Source: an optimization exercise on an open RTL-to-GDS flow (aim: small area). Production flows keep margins and buffers that such runs may drop.
Where RTL was checked, it was by simulation tests only, not by an equivalence proof against the original.
Power is estimated from default activity; no workload was simulated.

## register_file
module register_file
#(
  parameter int N = 32
) (
  input  logic              clk,
  input  logic              rst,
  input  logic              wr_ena,
  input  logic [register_file_pkg::ADDR_W-1:0] wr_addr,
  input  logic [N-1:0]      wr_data,
  input  logic [register_file_pkg::ADDR_W-1:0] rd_addr0,
  output logic [N-1:0]      rd_data0,
  input  logic [register_file_pkg::ADDR_W-1:0] rd_addr1,
  output logic [N-1:0]      rd_data1,
  input  logic              clear,
  output logic              busy
);
Settings: LEC_CHECK=0, CAP_MARGIN=10, CORE_MARGIN=2, CORE_UTILIZATION=40, CTS_BUF_LIST=sky130_fd_sc_hd__clkbuf_16, CTS_CLUSTER_DIAMETER=120, CTS_CLUSTER_SIZE=25, PLACE_DENSITY=0.75, SLEW_MARGIN=10, SYNTH_HIERARCHICAL=1, SYNTH_MINIMUM_KEEP_SIZE=0; clock period 8.0 ns.
standard.sh (not shown) runs the stock make flow with config.mk's settings and CLKGATE_MAP_FILE= SYNTH_SCRIPT=/design/flow/synth_recipe.tcl, a recipe that flattens the netlist after the stock synthesis.
==> flow/flow/run.sh <==
#!/bin/bash
# Standard layout, with the port buffers made as the smallest buffer cell.
set -euo pipefail
bash standard.sh "BUFFER_PORTS_ARGS=-buffer_cell sky130_fd_sc_hd__buf_1" finish > standard.log 2>&1
The first run ran to the end with violations: capacitance limit, slew limit.
Then changed:
Settings changed: CAP_MARGIN 10 to 0, CORE_UTILIZATION 40 to 45, PLACE_DENSITY 0.75 to not set, SLEW_MARGIN 10 to 0.
=> The changed run completed, yet does not pass: capacitance limit, slew limit. Combinational power went up by about 4%. Via count went up by about 1.7%. Power went up by about 1.2%.

The RTL this note starts from:
==> flow/design.v <==
package register_file_pkg;
  localparam int REG_COUNT = 32;
  localparam int ADDR_W = 5;
  typedef enum logic {S_IDLE, S_CLEARING} clr_state_t;
endpackage
module decoder_5_to_32
(
  input  logic [register_file_pkg::ADDR_W-1:0]    addr,
  input  logic                 en,
  output logic [register_file_pkg::REG_COUNT-1:0] sel
);
  always_comb sel = en ? register_file_pkg::REG_COUNT'(1) << addr : '0;
endmodule
module rf_rd_dec
(
  input  logic [register_file_pkg::ADDR_W-1:0]    addr,
  output logic [register_file_pkg::REG_COUNT-1:1] sel
);
  always_comb
    for (int i = 1; i < register_file_pkg::REG_COUNT; i++)
      sel[i] = addr == register_file_pkg::ADDR_W'(i);
endmodule
module rf_row_drv
(
  input  logic sel,
  input  logic rst,
  output logic wr,
  output logic keep
);
  assign wr = sel | rst;
  assign keep = ~(sel | rst);
endmodule
module rf_col_drv
(
  input  logic data,
  input  logic d1,
  input  logic d0,
  output logic d
);
  assign d = data ? d1 : d0;
endmodule
module rf_aoi222
(
  input  logic [2:0] sel,
  input  logic [2:0] d,
  output logic       y_n
);
  assign y_n = ~|(sel & d);
endmodule
module rf_cell_next
(
  input  logic q,
  input  logic wr,
  input  logic keep,
  input  logic d,
  output logic q_next
);
  assign q_next = ~((q | wr) & (keep | d));
endmodule
module register_file
#(
  parameter int N = 32
) (
  input  logic              clk,
  input  logic              rst,
  input  logic              wr_ena,
  input  logic [register_file_pkg::ADDR_W-1:0] wr_addr,
  input  logic [N-1:0]      wr_data,
  input  logic [register_file_pkg::ADDR_W-1:0] rd_addr0,
  output logic [N-1:0]      rd_data0,
  input  logic [register_file_pkg::ADDR_W-1:0] rd_addr1,
  output logic [N-1:0]      rd_data1,
  input  logic              clear,
  output logic              busy
);
  localparam int RC = register_file_pkg::REG_COUNT;
  logic [N-1:0] regs [1:RC-1];
  logic phase;
  logic [register_file_pkg::ADDR_W-1:0] clr_idx;
  logic [RC-1:0] row_sel;
  logic [RC-1:1] rd_sel0, rd_sel1;
  logic [register_file_pkg::ADDR_W-1:0] row_addr;
  logic [N-1:0] row_data;
  assign busy = |clr_idx;
  always_ff @(posedge clk)
    if (rst) clr_idx <= '0;
    else if (busy || clear) clr_idx <= clr_idx + 5'd1;
  always_ff @(posedge clk) phase <= ~phase && !rst;
  assign row_addr = busy ? clr_idx : wr_addr;
  decoder_5_to_32 u_dec (.addr(row_addr), .en(busy || wr_ena), .sel(row_sel));
  logic col_d1, col_d0;
  assign col_d0 = phase || rst;
  assign col_d1 = rst || (phase == busy);
  for (genvar b = 0; b < N; b++) begin : g_col
    rf_col_drv u_col (.data(wr_data[b]), .d1(col_d1), .d0(col_d0), .d(row_data[b]));
  end
  for (genvar i = 1; i < RC; i++) begin : g_row
    logic wr, keep;
    rf_row_drv u_drv (.sel(row_sel[i]), .rst(rst), .wr(wr), .keep(keep));
    for (genvar b = 0; b < N; b++) begin : g_bit
      logic q_next;
      rf_cell_next u_next (.q(regs[i][b]), .wr(wr), .keep(keep), .d(row_data[b]), .q_next(q_next));
      always_ff @(posedge clk) regs[i][b] <= q_next;
    end
  end
  rf_rd_dec u_rd0 (.addr(rd_addr0), .sel(rd_sel0));
  rf_rd_dec u_rd1 (.addr(rd_addr1), .sel(rd_sel1));
  logic ph0, ph1;
  assign ph0 = phase && rd_addr0 != '0;
  assign ph1 = phase && rd_addr1 != '0;
  for (genvar b = 0; b < N; b++) begin : g_bit
    logic [10:0] l0_n, l1_n;
    for (genvar g = 0; g < 10; g++) begin : g_leaf
      rf_aoi222 u_l0 (.sel(rd_sel0[3*g+3:3*g+1]),
                      .d({regs[3*g+3][b], regs[3*g+2][b], regs[3*g+1][b]}), .y_n(l0_n[g]));
      rf_aoi222 u_l1 (.sel(rd_sel1[3*g+3:3*g+1]),
                      .d({regs[3*g+3][b], regs[3*g+2][b], regs[3*g+1][b]}), .y_n(l1_n[g]));
    end
    assign l0_n[10] = ~(rd_sel0[31] & regs[31][b]);
    assign l1_n[10] = ~(rd_sel1[31] & regs[31][b]);
    assign rd_data0[b] = ~&l0_n ^ ph0;
    assign rd_data1[b] = ~&l1_n ^ ph1;
  end
endmodule
clock: 8.0 ns
lec_check: 0
cap_margin: 20
core_margin: 2
core_utilization: 40
cts_buf_list: sky130_fd_sc_hd__clkbuf_16
cts_cluster_diameter: 120
cts_cluster_size: 25
slew_margin: 20
synth_hierarchical: 1
synth_minimum_keep_size: 0
Scripts as last shown in full above: flow/flow/run.sh
Then changed:
==> flow/flow/run.sh (replaced) <==
#!/bin/bash
# Standard layout, with the port buffers made as the smallest buffer cell and
# a clock tree of small buffers in small clusters, without dummy loads.
set -euo pipefail
bash standard.sh \
  "BUFFER_PORTS_ARGS=-buffer_cell sky130_fd_sc_hd__buf_1" \
  "CTS_ARGS=-sink_clustering_enable -repair_clock_nets -sink_clustering_size 10 -sink_clustering_max_diameter 45 -buf_list sky130_fd_sc_hd__clkbuf_4 -dont_use_dummy_load" \
  finish > standard.log 2>&1
CTS_BUF_LIST = not set   (was sky130_fd_sc_hd__clkbuf_16)
CTS_CLUSTER_DIAMETER = not set   (was 120)
CTS_CLUSTER_SIZE = not set   (was 25)
PLACE_DENSITY = 0.7   (was not set)
=> Design area shrinks by 1.7%; total power came out lower by 3.2%; combinational power is about the same.
Then changed:
==> flow/flow/run.sh (replaced) <==
#!/bin/bash
# Standard layout, with the port buffers made as the smallest buffer cell.
set -euo pipefail
bash standard.sh "BUFFER_PORTS_ARGS=-buffer_cell sky130_fd_sc_hd__buf_1" finish > standard.log 2>&1
CTS_BUF_LIST = sky130_fd_sc_hd__clkbuf_16   (was not set)
CTS_CLUSTER_DIAMETER = 120   (was not set)
CTS_CLUSTER_SIZE = 25   (was not set)
What happened:
- synthesized cell count does not change
- register-to-register slack hardly moves
- clock skew came out lower by 0.062 ns
- setup slack gets worse by 0.17 ns
- global-route usage came out lower by 0.35 points
- hold slack barely changes
- sequential share of layout area came out lower by 0.45 points
- clock power came out higher by about a fifth
- total power came out higher by a few percent
- critical path depth does not change
- wire length came out lower slightly

job 5871:
Another version of the RTL of register_file (not shown whole).
Size: about 3,300 cells after synthesis, roughly 1,000 flip-flops, ~120 I/O pins, about 37,000 um^2 of cells after synthesis.
clock: 8.0 ns
lec_check: 0
cap_margin: 20
core_margin: 2
core_utilization: 40
cts_buf_list: sky130_fd_sc_hd__clkbuf_8
cts_cluster_diameter: 100
cts_cluster_size: 16
slew_margin: 20
synth_hierarchical: 1
synth_minimum_keep_size: 0
==> flow/flow/run.sh <==
#!/bin/bash
# Standard layout, with the port buffers made as the smallest buffer cell.
set -euo pipefail
bash standard.sh "BUFFER_PORTS_ARGS=-buffer_cell sky130_fd_sc_hd__buf_1" finish > standard.log 2>&1
## Diff of input files: job 6133 against job 5871
- swapping 100 for 150 in CTS_CLUSTER_DIAMETER
- swapping sky130_fd_sc_hd__clkbuf_8 for sky130_fd_sc_hd__clkbuf_16 in CTS_BUF_LIST
- swapping 16 for 30 in CTS_CLUSTER_SIZE
==> comparison <==
- Between job 6133 and job 5871, the portion of the clock cycle consumed by the worst path in the final layout is higher for job 6133.
- Internal portion of total power (job 6133 vs. job 5871) increases slightly
- Job 6133 vs job 5871 — worst slew margin relative to its limit dropped 5.3 points.
- Job 6133 against job 5871: required time of the critical path was more or less identical, worst setup margin saw a decrease, final instance area level.
No functional check of the RTL was part of any run of this note.

register_file with an RTL version that a note above also has.
Size: roughly 3,200 cells after synthesis.
Settings: LEC_CHECK=0, CAP_MARGIN=20, CORE_MARGIN=2, CORE_UTILIZATION=40, CTS_BUF_LIST=sky130_fd_sc_hd__clkbuf_16, CTS_CLUSTER_DIAMETER=120, CTS_CLUSTER_SIZE=25, PLACE_DENSITY=0.7, SLEW_MARGIN=20, SYNTH_HIERARCHICAL=1, SYNTH_MINIMUM_KEEP_SIZE=0; clock period 8.0 ns.
Scripts as last shown in full above: flow/flow/run.sh
Then changed:
Settings changed: PLACE_DENSITY 0.7 to default.
Effect: The new run went through all stages and came out clean. Non-clock buffer count increases by 26. Core utilization increases by 0.21 points. Global-route usage decreases by 0.28 points.

[afterwards: timing with drivers on the ports]
In the flow no input, the clock included, has a driving cell. The finished layouts below were timed again as built, in two steps.
Step 1 assumes that a clkbuf_16 drives the clock port and a buf_2 every other input.
Step 2 also shifts input and output timing later by t, the mid clock arrival at the registers, as if the neighbouring blocks saw the same clock.
Slacks: ideal ports / drivers / drivers and shift; pairs: ideal ports / drivers.
| run | shift t [ns] | setup WS [ns] | worst setup path after step 2 | slew at the worst register clock pin (ns) | cell pins on the clock port's net |
|---|---|---|---|---|---|
| the first run of note 1 | 0.705 | 0.487 / 0.466 / 0.466 | input to output | 0.11 / 0.11 | 1 |
| the second run of note 1 | 0.718 | 0.684 / 0.661 / 0.661 | input to output | 0.11 / 0.11 | 1 |
| the first run of note 2 | 0.724 | 0.825 / 0.791 / 0.791 | input to output | 0.11 / 0.11 | 1 |
| the second run of note 2 | 1.059 | 1.144 / 1.059 / 1.059 | input to output | 0.12 / 0.12 | 1 |
| the third run of note 2 | 0.734 | 0.970 / 0.886 / 0.886 | input to output | 0.11 / 0.11 | 1 |
| job 5871 | 0.799 | 1.179 / 1.149 / 1.149 | input to output | 0.12 / 0.12 | 1 |
| job 6133 | 0.708 | 1.077 / 1.048 / 1.048 | input to output | 0.12 / 0.12 | 1 |
| the first run of note 4 | 0.712 | 0.886 / 0.858 / 0.858 | input to output | 0.11 / 0.11 | 1 |
| the second run of note 4 | 0.698 | 0.711 / 0.686 / 0.686 | input to output | 0.11 / 0.11 | 1 |
For the second run of note 2, which loses most, drivers alone change the setup slack by -0.085 ns; drivers and shift together by -0.085 ns.
